Source: an optimization exercise on an open RTL-to-GDS flow (aim: small area, a short achievable clock period and few clock cycles per item). Production flows keep margins and buffers that such runs may drop. Function was not checked in any run shown here: the RTL went through the layout flow alone. Power and IR drop assume default switching activity.

==> design/flow/run.sh <==
#!/bin/bash
# synth_recipe.tcl (not shown) runs the flow's synth.tcl, then flattens the netlist and writes it again
# the make line also repeats each setting of config.mk as NAME=value (left out here)
make -C /OpenROAD-flow-scripts/flow DESIGN_CONFIG=/design/flow/config.mk WORK_HOME=/design/flow/orfs CLKGATE_MAP_FILE= SYNTH_SCRIPT=/design/flow/synth_recipe.tcl finish
==> design/flow/config.mk <==
export PLATFORM = sky130hd
export DESIGN_NAME = delimiter_text_splitter_core
export DESIGN_NICKNAME = delimiter_text_splitter_core
export VERILOG_FILES = /design/flow/design.v
export SDC_FILE = /design/flow/constraint.sdc
export NUM_CORES = 4
export LEC_CHECK = 0
export CAP_MARGIN = 20
export CORE_MARGIN = 2
export CORE_UTILIZATION = 25
export SLEW_MARGIN = 20
==> design/flow/constraint.sdc <==
create_clock -name core_clock -period 16.0 [get_ports {aclk}]
set_input_delay 3.2000 -clock core_clock [delete_from_list [all_inputs] [get_ports {aclk}]]
set_output_delay 3.2000 -clock core_clock [all_outputs]
set_load 0.01 [all_outputs]
==> design/flow/design.v <==
module dts_match (
    input  logic [31:0]  w,
    input  logic [3:0]   avail_ge,     
    input  logic [127:0] cfg_bytes,    
    input  logic [11:0]  leff,         
    output logic         match,
    output logic [1:0]   num,
    output logic [2:0]   len
);
    logic [3:0] m;
    always_comb begin
        for (int d = 0; d < 4; d++) begin
            m[d] = (leff[3*d +: 3] != 3'd0);
            for (int j = 0; j < 4; j++) begin
                if (leff[3*d +: 3] > 3'(j) &&
                    (!avail_ge[j] || w[8*j +: 8] != cfg_bytes[32*d + 8*j +: 8])) begin
                    m[d] = 1'b0;
                end
            end
        end
    end
    always_comb begin
        match = |m;
        num   = m[0] ? 2'd0 : m[1] ? 2'd1 : m[2] ? 2'd2 : 2'd3;
        len   = leff[3*num +: 3];
    end
endmodule
module delimiter_text_splitter_core (
    input  logic        aclk,
    input  logic        aresetn,
    input  logic        cfg_we,
    input  logic [2:0]  cfg_addr,
    input  logic [31:0] cfg_wdata,
    input  logic        s_tvalid,
    output logic        s_tready,
    input  logic [7:0]  s_tdata,    
    input  logic        s_tlast,
    output logic        m_tvalid,
    input  logic        m_tready,
    output logic [47:0] m_tdata,    
    output logic [3:0]  m_tuser,    
    output logic        m_tlast
);
    logic [127:0] cfg_bytes;
    logic [11:0]  cfg_lens;
    logic [2:0]   cfg_count;
    logic [11:0]  leff;
    logic [5:0]   cfg_en;
    logic [31:0]  cfg_d0, cfg_d1, cfg_d2, cfg_d3;
    logic [11:0]  cfg_d4;
    logic [2:0]   cfg_d5;
    always_comb begin
        for (int k = 0; k < 6; k++) begin
            cfg_en[k] = !aresetn || (cfg_we && cfg_addr == 3'(k));
        end
        cfg_d0 = aresetn ? cfg_wdata : 32'h0000_0A0A;
        cfg_d1 = aresetn ? cfg_wdata : 32'h0000_000A;
        cfg_d2 = aresetn ? cfg_wdata : 32'h0000_0009;
        cfg_d3 = aresetn ? cfg_wdata : 32'h0000_202E;
        cfg_d4 = aresetn ? cfg_wdata[11:0] : 12'o2112;
        cfg_d5 = aresetn ? cfg_wdata[2:0] : 3'd3;
    end
    always_ff @(posedge aclk) begin
        if (cfg_en[0]) cfg_bytes[31:0]   <= cfg_d0;
        if (cfg_en[1]) cfg_bytes[63:32]  <= cfg_d1;
        if (cfg_en[2]) cfg_bytes[95:64]  <= cfg_d2;
        if (cfg_en[3]) cfg_bytes[127:96] <= cfg_d3;
        if (cfg_en[4]) cfg_lens          <= cfg_d4;
        if (cfg_en[5]) cfg_count         <= cfg_d5;
    end
    always_comb begin
        for (int d = 0; d < 4; d++) begin
            logic [2:0] c;
            c = cfg_lens[3*d +: 3];
            if (c > 3'd4) c = 3'd4;
            if (cfg_count <= 3'(d)) c = 3'd0;
            leff[3*d +: 3] = c;
        end
    end
    logic        rdy_q;                  
    logic        in_v, in_l, sk_l;
    logic [7:0]  in_d, sk_d;
    logic [23:0] rb;                     
    logic [2:0]  rv, rl;                 
    logic [20:0] pos;                    
    logic [1:0]  skip;
    logic [1:0]  hrun;                   
    logic        o_v;
    logic [19:0] o_off;
    logic [20:0] o_len;
    logic        o_hit, o_tl, o_fin, o_dbl, o_top;
    logic [1:0]  o_num;
    logic [19:0] nstart;                 
    logic        flush, ok, step, main_free;
    logic [3:0]  avail_ge;
    logic        match;
    logic [1:0]  mnum;
    logic [2:0]  mlen;
    logic        hit, produce, fin, dbl;
    logic        near;
    logic [2:0]  pr, qlo;
    logic [20:0] q;
    logic [2:0]  lx;
    logic        t_tl;
    logic [20:0] t_end;
    logic [21:0] d0, len_raw;
    logic [20:0] t_len;
    assign flush = !in_v && (rv[2] ? rl[2] : rv[1] ? rl[1] : rv[0] && rl[0]);
    assign avail_ge = {!(rl[0] || rl[1] || rl[2]), !(rl[0] || rl[1]), !rl[0], 1'b1};
    dts_match u_match (
        .w         ({in_d, rb}),
        .avail_ge  (avail_ge),
        .cfg_bytes (cfg_bytes),
        .leff      (leff),
        .match     (match),
        .num       (mnum),
        .len       (mlen)
    );
    assign hit     = rv[0] && skip == 2'd0 && match;
    assign produce = rv[0] && (skip == 2'd0 && match || rl[0]);
    assign fin     = rl[0] && !(hit && hrun != 2'd3);
    assign dbl     = rl[0] && hit && hrun != 2'd3;
    assign ok        = !produce || !o_v || (m_tready && !o_dbl);
    assign step      = (in_v || flush) && ok;
    assign main_free = !in_v || ok;
    always_comb begin
        logic [2:0] a4;                  
        a4   = rl[0] ? 3'd3 : rl[1] ? 3'd2 : rl[2] ? 3'd1 : 3'd0;
        near = pos[20] || (&pos[19:2]);
        pr   = pos[20] ? 3'd4 : {1'b0, pos[1:0]};
        qlo  = (pr > a4) ? a4 : pr;
        q    = near ? {19'h3FFFF, qlo[1:0]} : pos;
        t_tl = near && (pr > a4);
        lx   = hit ? mlen : 3'd1;
    end
    always_comb begin
        logic [2:0] s3;
        logic [2:0] t3;
        d0    = {1'b0, q} - {2'b00, nstart};
        s3    = {1'b0, d0[1:0]} + lx;
        len_raw = {s3[2] ? d0[21:2] + 20'd1 : d0[21:2], s3[1:0]};
        t_len = len_raw[21] ? 21'd0 : len_raw[20:0];
        t3    = {1'b0, q[1:0]} + lx;
        t_end = {t3[2] ? q[20:2] + 19'd1 : q[20:2], t3[1:0]};
    end
    always_ff @(posedge aclk) begin
        if (!aresetn) begin
            rv   <= '0;
            rl   <= '0;
            pos  <= '0;
            skip <= '0;
            hrun <= '0;
        end else if (step) begin
            rv <= {in_v, rv[2:1]};
            rl <= {in_v && in_l, rl[2:1]};
            if (rv[0] && !rl[0]) begin
                pos <= pos[20] ? pos : pos + 21'd1;
            end else begin
                pos <= '0;
            end
            if (rv[0]) begin
                if (skip != 2'd0) begin
                    skip <= skip - 2'd1;
                end else if (match) begin
                    skip <= 2'(mlen - 3'd1);
                end
            end
            if (!rv[0] || rl[0] || !hit) begin
                hrun <= '0;
            end else if (hrun != 2'd3) begin
                hrun <= hrun + 2'd1;
            end
        end
    end
    always_ff @(posedge aclk) begin
        if (step) begin
            rb <= {in_d, rb[23:8]};
        end
    end
    always_ff @(posedge aclk) begin
        if (!aresetn) begin
            in_v  <= 1'b0;
            rdy_q <= 1'b1;
        end else begin
            in_v  <= !main_free || !rdy_q || s_tvalid;
            rdy_q <= main_free || (rdy_q && !s_tvalid);
        end
    end
    always_ff @(posedge aclk) begin
        if (main_free) begin
            in_d <= rdy_q ? s_tdata : sk_d;
            in_l <= rdy_q ? s_tlast : sk_l;
        end
        if (rdy_q) begin
            sk_d <= s_tdata;
            sk_l <= s_tlast;
        end
    end
    logic load;
    assign load = step && produce;
    always_ff @(posedge aclk) begin
        if (!aresetn) begin
            o_v    <= 1'b0;
            o_dbl  <= 1'b0;
            nstart <= '0;
        end else begin
            if (load) begin
                o_v    <= 1'b1;
                o_off  <= nstart;
                o_len  <= t_len;
                o_hit  <= hit;
                o_num  <= hit ? mnum : 2'd0;
                o_tl   <= t_tl;
                o_fin  <= fin;
                o_dbl  <= dbl;
                o_top  <= t_end[20];
                nstart <= fin ? 20'd0 : (t_end[20] ? 20'hFFFFF : t_end[19:0]);
            end else if (o_v && m_tready) begin
                if (o_dbl) begin
                    o_off  <= nstart;
                    o_len  <= {20'd0, o_top};
                    o_hit  <= 1'b0;
                    o_num  <= 2'd0;
                    o_fin  <= 1'b1;
                    o_dbl  <= 1'b0;
                    nstart <= '0;
                end else begin
                    o_v <= 1'b0;
                end
            end
        end
    end
    assign s_tready = rdy_q;
    assign m_tvalid = o_v;
    assign m_tdata  = {7'd0, o_len, o_off};
    assign m_tuser  = {o_tl, o_num, o_hit};
    assign m_tlast  = o_fin;
endmodule
==> results of run 1 <==
==> worst register-to-register path: cells and delay by family, from the launching register on <==
kind / cells / cell delay (ps)
AND/OR/NAND/NOR: 6 / 1990
buffers and inverters: 1 / 50
AO/OA/AOI/OAI: 7 / 1590
flip-flops: 1 / 710
multiplexers: 1 / 370
XOR/XNOR: 1 / 160
adder cells (fa/ha/maj): 4 / 1190
==> metrics by stage <==
stage          total power [mW]  worst slack [ps]
2_1_floorplan             0.966              9750
3_3_place_gp               1.01              9960
3_5_place_dp               1.02              9810
4_1_cts                    1.81              9860
5_1_grt                    1.85              9370
6_report                   1.78              9810
==> sequential cells by signal, summed over array words and instances, names as in the netlist, 8 cells and up <==
signal	cells
o_len	21
in_d	8
sk_d	8
nstart	20
pos	21
cfg_bytes	128
cfg_lens	12
o_off	20
rb	24
==> metal layers <==
layer | vias up | part of all wire (%) | track usage (%)
li1 | 4797 | - | -
met1 | 4702 | 46 | 16.0
met2 | 253 | 47 | 20.1
met3 | 54 | 4.6 | 2.37
met4 | 2 | 2.5 | 4.21
met5 | - | 0.044 | 0
==> kinds of logic (layout without fill, tap and decap cells) <==
family | after synthesis | in the layout
AOI/OAI and AO/OA | 221 | 221
xor gates and xnor gates | 180 | 180
adders and majority gates | 32 | 32
buffers and inverters | 100 | 221
DFF | 287 | 287
muxes | 15 | 15
other | 1 | 7
and+or+nand+nor | 426 | 426
==> synth_stat cells (all sizes together) (4+ instances only) <==
cell and number:
a31oi 22, nor3 29, o22ai 4, or2 11, o41ai 4, dfxtp 64, ha 28, nand4b 5
buf 22, o211ai 8, nand4 22, nor4 32, a21oi 62, a211o 5, o31ai 4, mux2 10
nand3b 4, nor2 106, or3 6, inv 46, nand2 75, mux2i 5, edfxtp 223, nand3 27
a211oi 7, nand2b 33, a31o 4, nor2b 6, a21o 11, xnor2 64, xor2 116, and3 18
o21a 4, clkbuf 31, o21ai 43, or4 8, and2 40
==> how the worst max path moves through the flow <==
stage               depth (start not counted)         from            to  slack (ps)
finish                                     20        rl[0]      o_len[0]        9810
CTS                                        20        rl[0]      o_len[0]        9860
floorplan                                   2  cfg_addr[0]  cfg_bytes[0]        9750
global route                               20        rl[0]      o_len[0]        9370
global placement                            8     m_tready         rl[1]        9960
detailed placement                          9     m_tready       hrun[1]        9810
==> cell type report <==
type	count	area [sq um]	area share, %
multi-input combinational	881	5990	34.6
sequential	287	7980	46.1
clock inverter	21	238	1.37
timing repair buffer	110	1060	6.13
clock buffer	43	916	5.29
inverter	47	176	1.02
tap	756	946	5.47
==> power by group through the flow <==
stage	Clock (mW)	Combinational (mW)	Sequential, mW
final	0.783	0.119	0.880
after global routing	0.835	0.132	0.885
after CTS	0.806	0.121	0.881
after detailed placement	0	0.120	0.896
after global placement	0	0.118	0.895
after floorplan	0	0.0784	0.887
==> impl_metrics.yaml, run 1 <==
die:
  core_area_sq_mm: 0.0565
  die-width_um: 243
  ios: 104
  die_area_sq_mm: 0.0593
  rows: 87
  die_h_um: 243
  initial_core_util_pct: 25.4
hold_path:
  hold_class: "flip-flop to flip-flop"
  min_to: "skip[0]"
  min_from: "skip[0]"
  hold_path_depth: 2
clock_network:
  ctsHoldBuffers: 0
  clock_latency_ps: 560
  cts_buffers: 35
  cts_tree: "built"
  cts_resized: 0
  clockBufferDepth: 3
  clock_tree.root_cell: "clkbuf_16"
  clkSlewWorstSetupHoldPaths_ps: 60
  post-cts-setup-buffers: 0
  h-tree-depth: 2
  clock-sinks: 287
timing:
  hold_ws_ps: 473
  period_minus_slack_ps: 6190
  rsz0062_at_grt: "no"
  tns_ps: 0
  final.setup_skew_ps: 30.5
  hold_viol_final: 0
  maxSlewViolCount: 0
  timing.final.crit_share_pct: 38.7
  setup_viol: 0
  slew_headroom_pct: 34.2
  tightest_slew_ps: 974
  fmax_mhz: 162
detailed_routing:
  drc_errors: 0
  wl_per_cell_um: 16.8
  viasPerCell: 4.57
  routed_wl_mm: 36.1
  dr.pass1.iters: 5
  drtIter0Drc: 680
  num_vias: 9808
  route.antenna.remaining_nets: 0
worst_setup_path:
  cp-start-kind: "flip-flop"
  crit_type: "flip-flop to flip-flop"
  max_stage_delay_ps: 710
  reg2reg_depth: 20
  reg2reg_to: "o_len[0]"
  path_buf_inv: 1
  crit_path_max_fanout: 16
  r2r-start: "rl[0]"
  setup.worst_path.end_class: "flip-flop"
  crit_slowest_cell: "dfxtp_1"
  r2r_setup_slack_ps: 9810
  worstPathRequired_ps: 16410
  arrival_ps: 6600
  cp_cell_sequence: "nor2_4 > ha_1 > a21oi_1 > a21oi_1 > o21ai_0 > mux2i_1 > ha_1 > inv_1 > fa_1 > a21o_1 > a221o_1 > a41o_1 > xnor2_1 > nor4_2 > nand4_1 > nor3_2 > nor4b_1 > and4_1 > maj3_1 > a31o_1"
  cpLargestDelayFamily: "simple AND/OR/NAND/NOR gates"
global_route:
  antenna_found_initial: 1
  grt_pass1_wl_mm: 56.9
  track_usage_pct: 12.2
  overflow: 0
  grt_max_degree: 68
  grt_pass1_vias: 10017
synth:
  synth_area_sq_mm: 0.0143
  synth_top_family_by_area: "simple AND/OR/NAND/NOR gates"
  yosys.area_share.xor_xnor_pct: 11.0
  syn_inst: 1262
  ys_seq_elements: 287
  synth_fa_ha_area_share_pct: 2.93
  ys_async_sr_fraction_pct: 0
  avgSynthCellArea_sq_um: 11.4
  yosys.area_share.simple_pct: 15.8
  yosys_warnings: 2
  synthMuxAreaShare_pct: 1.13
  synthTopCellsByArea: "edfxtp_1 47%, dfxtp_1 8.9%, xor2_1 7.1%"
  ys.flop_type: "edfxtp_1"
  synth_top_area_cell: "edfxtp_1"
  synth_compound_area_share_pct: 10.4
  synth_top_area_share_pct: 46.7
  synth_edf_count: 223
  synth-seq-area-share_pct: 55.6
  synth.distinct_cells: 83
pwr:
  combPwrFrac_pct: 6.7
  switchingPower_uw: 420
  power.density_mw_per_mm2: 103
  clkPwrFrac_pct: 43.9
  internal-power_mw: 1.36
  ir_drop_mv: 0.0626
  seq_power_share_pct: 49.4
  leakage_nw: 6.06
  p_sw_share_pct: 23.6
run_status:
  outcome: "finished clean"
placement:
  place_area_sq_mm: 0.0161
  dp_hpwl_mm: 26.9
  port_buffers: 96
  dp.cells: 2081
  finalWeightedCongestion: 0.865
cells_and_area:
  nets: 1442
  fillCellCount: 5737
  mostFrequentLayoutCell: "edfxtp_1"
  stdcell_area_sq_mm: 0.0173
  antennaDiodeCount: 0
  synthToLayoutAreaGrowth_pct: 20.7
  final_util_pct: 30.6
  final_cell_mix: "223 x edfxtp_1, 116 x xor2_1, 100 x nor2_1, 95 x clkdlybuf4s50_1, 74 x nand2_1"
  drive_gt1_share_pct: 8.42
  fin_cells: 2145
run:
  maxCapViolCount: 0
==> run 2, diff against run 1 <==
--- a/design/flow/config.mk
+++ b/design/flow/config.mk
@@ -8,4 +8,5 @@
 export CAP_MARGIN = 20
 export CORE_MARGIN = 2
 export CORE_UTILIZATION = 25
+export CTS_BUF_LIST = sky130_fd_sc_hd__clkbuf_4 sky130_fd_sc_hd__clkbuf_8
 export SLEW_MARGIN = 20
==> run 2 against run 1 <==
Critical path depth did not move. Global-route usage rose by 0.13 points. Synthesized cell count did not move. Core utilization fell by 0.095 points. Setup slack improved by 29 ps. Flip-flop and latch count did not move. Clock-buffer cell count rose by 35. Highest routed layer unchanged.
==> impl_metrics.yaml, run 2 <==
worst_setup_path:
  path_buf_inv: 1
  setup.worst_path.end_class: "flip-flop"
  worstPathRequired_ps: 16500
  crit_slowest_cell: "dfxtp_1"
  cpLargestDelayFamily: "simple AND/OR/NAND/NOR gates"
  cp_cell_sequence: "nor2_4 > ha_1 > a21oi_1 > a21oi_1 > o21ai_0 > mux2i_1 > ha_1 > inv_1 > fa_1 > a21o_1 > a221o_1 > a41o_1 > xnor2_1 > nor4_2 > nand4_1 > nor3_2 > nor4b_1 > and4_1 > maj3_1 > a31o_1"
  reg2reg_depth: 20
  r2r-start: "rl[0]"
  cp-start-kind: "flip-flop"
  crit_path_max_fanout: 16
  max_stage_delay_ps: 710
  reg2reg_to: "o_len[0]"
  crit_type: "flip-flop to flip-flop"
  arrival_ps: 6650
  r2r_setup_slack_ps: 9840
timing:
  tns_ps: 0
  period_minus_slack_ps: 6160
  fmax_mhz: 162
  tightest_slew_ps: 949
  maxSlewViolCount: 0
  timing.final.crit_share_pct: 38.5
  slew_headroom_pct: 35.9
  hold_viol_final: 0
  rsz0062_at_grt: "no"
  setup_viol: 0
  final.setup_skew_ps: 27.6
clock_network:
  clockBufferDepth: 3
  clkSlewWorstSetupHoldPaths_ps: 60
  clock-sinks: 287
  clock_latency_ps: 630
  cts_resized: 0
  h-tree-depth: 2
  post-cts-setup-buffers: 0
  cts_buffers: 50
  clock_tree.root_cell: "clkbuf_8"
  ctsHoldBuffers: 0
  cts_tree: "built"
cells_and_area:
  multi_input_area_sq_mm: 0.00599
  mostFrequentLayoutCell: "edfxtp_1"
  nets: 1457
  reg.largest.list: "cfg_bytes: 128 flops, rb: 24 flops"
  final_cell_mix: "223 x edfxtp_1, 116 x xor2_1, 100 x nor2_1, 95 x clkdlybuf4s50_1, 74 x nand2_1"
  fin_cells: 2172
  seq_area_sq_mm: 0.00798
  largest_reg_flops: 128
  largest-register: "cfg_bytes"
  synthToLayoutAreaGrowth_pct: 20.3
  fillCellCount: 5779
  drive_gt1_share_pct: 10.6
global_route:
  track_usage_pct: 12.3
  antenna_found_initial: 2
  overflow: 0
  grt_max_degree: 68
  grt_pass1_wl_mm: 57.4
  grt_pass1_vias: 10184
synth:
  avgSynthCellArea_sq_um: 11.4
  ys_async_sr_fraction_pct: 0
  syn_inst: 1262
  synth_top_area_share_pct: 46.7
  yosys_warnings: 2
  synthTopCellsByArea: "edfxtp_1 47%, dfxtp_1 8.9%, xor2_1 7.1%"
  ys_seq_elements: 287
  synth_edf_count: 223
  synth_area_sq_mm: 0.0143
  yosysMostFrequentCell: "edfxtp_1"
  synth-seq-area-share_pct: 55.6
  synthTopCellsByCount: "223 x edfxtp_1, 116 x xor2_1, 101 x nor2_1"
  synth_top_area_cell: "edfxtp_1"
  ys.flop_type: "edfxtp_1"
  synth.distinct_cells: 83
die:
  initial_core_util_pct: 25.4
  rows: 87
  die-width_um: 243
  ios: 104
  die_area_sq_mm: 0.0593
  core_area_sq_mm: 0.0565
  die_h_um: 243
detailed_routing:
  viasPerCell: 4.58
  dr.pass1.iters: 6
  drc_errors: 0
  drtIter0Drc: 681
  num_vias: 9942
  routed_wl_mm: 36.6
  wl_per_cell_um: 16.8
  route.antenna.remaining_nets: 0
pwr:
  ir_drop_mv: 0.0568
  power.density_mw_per_mm2: 100
  leakage_nw: 6.08
hold_path:
  hold_path_depth: 2
  min_to: "skip[0]"
  min_from: "skip[0]"
  hold_class: "flip-flop to flip-flop"
placement:
  finalWeightedCongestion: 0.865
  port_buffers: 96
  dp.cells: 2081
  dp_hpwl_mm: 26.9
run:
  maxCapViolCount: 0
run_status:
  outcome: "finished clean"
run 2: changes by cell type in the layout (fill, tap and decap cells not counted), moves of 2 or more:
cell	before	now
clkbuf_8	1	61
clkbuf_16	35	0
clkbuf_4	0	17
clkbuf_1	7	0
inv_6	3	0
clkinv_4	2	0
clkinvlp_4	3	1
run 2: how the worst max path moves through the flow:
| stage | startpoint | endpoint | slack, ps | depth (start not counted) |
|---|---|---|---|---|
| 3_5_place_dp | m_tready | hrun[1] | 9810 | 9 |
| 3_3_place_gp | m_tready | rl[1] | 9960 | 8 |
| 5_1_grt | rl[0] | o_len[0] | 9380 | 20 |
| 6_report | rl[0] | o_len[0] | 9840 | 20 |
| 4_1_cts | rl[0] | o_len[0] | 9860 | 20 |
| 2_1_floorplan | cfg_addr[0] | cfg_bytes[0] | 9750 | 2 |
run 2: per-layer routing:
layer | vias to the layer above | part of all wire (%) | global-route usage [%]
met3 | 87 | 5.4 | 2.71
met1 | 4754 | 45 | 15.6
li1 | 4822 | - | -
met4 | 2 | 3.8 | 5.56
met5 | - | 0.044 | 0
met2 | 277 | 46 | 20.0
run 2: cells by family after synthesis:
group / after synthesis / synth area share, %
buffers and inverters: 100 / 3.07
muxes: 15 / 1.13
other: 1 / 0.0262
DFF: 287 / 55.6
xor gates and xnor gates: 180 / 11.0
and+or+nand+nor: 426 / 15.8
adders and majority gates: 32 / 2.93
AOI/OAI and AO/OA: 221 / 10.4
run 2: power breakdown:
part	leakage (nW)	switching, mW	total [mW]	internal, mW
Combinational	2.83	0.0694	0.119	0.0495
Clock	0.577	0.310	0.728	0.418
Sequential	2.67	0.0308	0.880	0.849
Total	6.08	0.410	1.73	1.32
run 2: layout make-up:
class | instances | area share [%]
Multi-Input combinational cell | 881 | 34.7
Clock inverter | 12 | 0.755
Tap cell | 756 | 5.48
Timing Repair Buffer | 110 | 6.15
Clock buffer | 78 | 5.61
Sequential cell | 287 | 46.3
Inverter | 47 | 1.02
Antenna cell | 1 | 0.0145
run 2: tightest hold or removal path, cell delays in order, from the launching register on:
cell and delay (ps):
dfxtp_1 300, nand2_1 60, a21oi_1 60
run 2: per-stage QoR:
| step | power [mW] | setup WS, ps | instance area (sq um) | hold slack (ps) | util, % |
|---|---|---|---|---|---|
| 2_1_floorplan | 0.966 | 9750 | 14400 | 421 | - |
| 3_3_place_gp | 1.01 | 9960 | 16100 | 453 | 28.6 |
| 3_5_place_dp | 1.02 | 9810 | 16100 | 446 | 28.6 |
| 4_1_cts | 1.75 | 9860 | 17200 | 463 | 30.5 |
| 5_1_grt | 1.80 | 9380 | 17200 | 488 | 30.5 |
| 6_report | 1.73 | 9840 | 17200 | 472 | 30.5 |
==> run 3, diff against run 2 <==
==> design/flow/flow/run.sh (new file) <==
#!/bin/bash
# The standard layout, with buf_2 cells as the port buffers instead of the default choice.
set -euo pipefail
bash standard.sh BUFFER_PORTS_ARGS="-buffer_cell sky130_fd_sc_hd__buf_2" finish > standard_flow.log 2>&1
==> design/flow/standard.sh (new file) <==
#!/bin/bash
# synth_recipe.tcl (not shown) runs the flow's synth.tcl, then flattens the netlist and writes it again
# the make line also repeats each setting of config.mk as NAME=value (left out here)
make -C /OpenROAD-flow-scripts/flow DESIGN_CONFIG=/design/flow/config.mk WORK_HOME=/design/flow/orfs CLKGATE_MAP_FILE= SYNTH_SCRIPT=/design/flow/synth_recipe.tcl "${@:-finish}"
--- a/design/flow/config.mk
+++ b/design/flow/config.mk
@@ -8,5 +8,4 @@
 export CAP_MARGIN = 20
 export CORE_MARGIN = 2
 export CORE_UTILIZATION = 25
-export CTS_BUF_LIST = sky130_fd_sc_hd__clkbuf_4 sky130_fd_sc_hd__clkbuf_8
 export SLEW_MARGIN = 20
removed: design/flow/run.sh
==> run 3 against run 2 <==
Hold slack got worse by 5.1 ps. Flip-flop and latch count did not move. First-iteration DRC count rose by 6.0%. Fmax rose by 2.2%. Via count fell by 0.32%. Sequential power barely moved. Synthesized cell count did not move. Synthesized area did not move. Cell count fell by 1.4%. Sequential share of layout area rose by 1.3 points. Critical path depth did not move. Clock skew fell by 8.1 ps.
==> impl_metrics.yaml, run 3 <==
worst_setup_path:
  setup.worst_path.end_class: "flip-flop"
  arrival_ps: 6440
  crit_type: "flip-flop to flip-flop"
  crit_slowest_cell: "dfxtp_1"
  crit_path_max_fanout: 16
  cpLargestDelayFamily: "simple AND/OR/NAND/NOR gates"
  max_stage_delay_ps: 710
  cp_cell_sequence: "nor2_4 > ha_1 > a21oi_1 > a21oi_1 > o21ai_0 > mux2i_1 > ha_1 > inv_1 > fa_1 > a21o_1 > a221o_1 > a41o_1 > xnor2_1 > nor4_2 > nand4_1 > nor3_2 > nor4b_1 > and4_1 > maj3_1 > a31o_1"
  cp-start-kind: "flip-flop"
  path_buf_inv: 1
  worstPathRequired_ps: 16420
timing:
  hold_viol_final: 0
  tns_ps: 0
  slew_headroom_pct: 33.7
  setup_ws_ps: 9980
  maxSlewViolCount: 0
  rsz0062_at_grt: "no"
  timing.final.crit_share_pct: 37.6
  setup_viol: 0
  hold_ws_ps: 466
  fmax_mhz: 166
  tightest_slew_ps: 982
  period_minus_slack_ps: 6020
  final.setup_skew_ps: 19.4
detailed_routing:
  viasPerCell: 4.63
  drtIter0Drc: 722
  wl_per_cell_um: 17.0
  route.antenna.remaining_nets: 0
  drc_errors: 0
  num_vias: 9910
  dr.pass1.iters: 5
  routed_wl_mm: 36.3
clock_network:
  clock_tree.root_cell: "clkbuf_16"
  clock_latency_ps: 550
  h-tree-depth: 2
  cts_resized: 0
  clockBufferDepth: 3
  post-cts-setup-buffers: 0
  clock-sinks: 287
  cts_tree: "built"
  cts_buffers: 34
  ctsHoldBuffers: 0
  clkSlewWorstSetupHoldPaths_ps: 60
global_route:
  antenna_found_initial: 1
  overflow: 0
  grt_max_degree: 68
  grt_pass1_wl_mm: 57.0
  track_usage_pct: 12.2
  grt_pass1_vias: 10008
placement:
  dp_hpwl_mm: 26.6
  port_buffers: 96
  place_ws_ps: 9890
  finalWeightedCongestion: 0.883
  place_area_sq_mm: 0.0157
die:
  die_area_sq_mm: 0.0593
  core_area_sq_mm: 0.0565
  initial_core_util_pct: 25.4
  ios: 104
  die-width_um: 243
  rows: 87
  die_h_um: 243
cells_and_area:
  stdcell_area_sq_mm: 0.0168
  synthToLayoutAreaGrowth_pct: 17.0
  fillCellCount: 5764
  largest_reg_flops: 128
  antennaDiodeCount: 0
  final_cell_mix: "223 x edfxtp_1, 116 x xor2_1, 100 x nor2_1, 96 x buf_2, 74 x nand2_1"
  reg.largest.list: "cfg_bytes: 128 flops, rb: 24 flops"
  seq_area_sq_mm: 0.00798
  largest-register: "cfg_bytes"
  nets: 1439
  mostFrequentLayoutCell: "edfxtp_1"
  drive_gt1_share_pct: 15.3
  multi_input_area_sq_mm: 0.00599
synth:
  ys_seq_elements: 287
  synthTopCellsByArea: "edfxtp_1 47%, dfxtp_1 8.9%, xor2_1 7.1%"
  avgSynthCellArea_sq_um: 11.4
  synth-seq-area-share_pct: 55.6
  synth_top_area_cell: "edfxtp_1"
  ys_async_sr_fraction_pct: 0
  yosys_warnings: 2
  synth_top_area_share_pct: 46.7
  synth.distinct_cells: 83
  ys.flop_type: "edfxtp_1"
  syn_inst: 1262
  yosysMostFrequentCell: "edfxtp_1"
  synth_edf_count: 223
  synth_area_sq_mm: 0.0143
  synthTopCellsByCount: "223 x edfxtp_1, 116 x xor2_1, 101 x nor2_1"
pwr:
  leakage_nw: 6.02
  power.density_mw_per_mm2: 104
  power.total_mw: 1.75
  ir_drop_mv: 0.0665
hold_path:
  hold_class: "flip-flop to flip-flop"
run_status:
  outcome: "finished clean"
run:
  maxCapViolCount: 0
[run 3: cell counts after synthesis]
No cell type changed its count.
[run 3: worst register-to-register path, cell delays in order, from the launching register on]
cell     delay, ps
dfxtp_1        710
nor2_4         140
ha_1           340
a21oi_1        150
a21oi_1         50
o21ai_0        390
mux2i_1        360
ha_1           230
inv_1           50
fa_1           400
a21o_1         230
a221o_1        360
a41o_1         270
xnor2_1        160
nor4_2         390
nand4_1        260
nor3_2         350
nor4b_1        400
and4_1         300
maj3_1         210
a31o_1         150
[run 3: layer usage]
layer | global-route usage [%] | wire length (um)
met5 | 0 | 13
met4 | 3.91 | 816
met3 | 2.23 | 1750
met2 | 20.0 | 16900
met1 | 16.1 | 16800
[run 3: area by class of cell]
type                       count  area share (%)
clock buffer                  40            5.39
clock inverter                22            1.22
inverter                      47            1.05
multi-input combinational    881            35.7
sequential                   287            47.6
tap                          756            5.64
timing repair buffer         108            3.40
[run 3: worst paths after layout]
kind                               from  endpoint  slack [ps]  depth (start not counted)
worst max-delay path              rl[0]  o_len[0]        9980                         20
worst min-delay path            skip[0]   skip[0]         470                          2
worst max register to register    rl[0]  o_len[0]        9980                         20
worst min register to register  skip[0]   skip[0]         470                          2
[run 3: report_power, final]
part	internal, mW	switching (mW)	total, mW	leakage [nW]
clock	0.431	0.324	0.755	0.527
sequential	0.849	0.0311	0.880	2.67
combinational	0.0439	0.0700	0.114	2.82
total	1.32	0.425	1.75	6.02
[run 3: cell families (layout without fill, tap and decap cells)]
family                   after synthesis  after routing  share of synthesized area [%]
XOR/XNOR                             180            180                           11.0
multiplexers                          15             15                           1.13
buffers and inverters                100            217                           3.07
other                                  1              7                         0.0262
flip-flops                           287            287                           55.6
AND/OR/NAND/NOR                      426            426                           15.8
AO/OA/AOI/OAI                        221            221                           10.4
adder cells (fa/ha/maj)               32             32                           2.93
[run 3: metrics by stage]
step                      cells  utilization (%)
after floorplan            1268                -
after global placement     2079             27.7
after detailed placement   2079             27.7
after CTS                  2141             29.7
after global routing       2141             29.7
final                      2141             29.7

separate check: timing with driven ports:
In the flow no input, the clock included, has a driving cell. The finished layouts below were timed again as built, in two steps.
Step 1: set_driving_cell puts a clkbuf_16 on aclk and a buf_2 on each other input, an assumption about the parent block.
Step 2 times the ports against the registers' clock, not the clock port: input delays grow and output delays shrink by t, the midpoint of the rising clock arrivals with the driver on.
a / b / c = ideal / step 1 / step 2; a / b = the first two.
run	t (ns)	setup WS [ns]	worst setup path at the end	worst register clock-pin slew, ns
run 1	0.595	9.813 / 9.813 / 9.813	register to register	0.06 / 0.06
run 2	0.669	9.842 / 9.842 / 9.842	register to register	0.07 / 0.07
run 3	0.597	9.977 / 9.977 / 9.879	input to register	0.06 / 0.06
After both steps setup and hold are still met in every run listed. For run 3, which loses most, drivers alone change the setup slack by 0.000 ns; drivers and shift together by -0.098 ns.
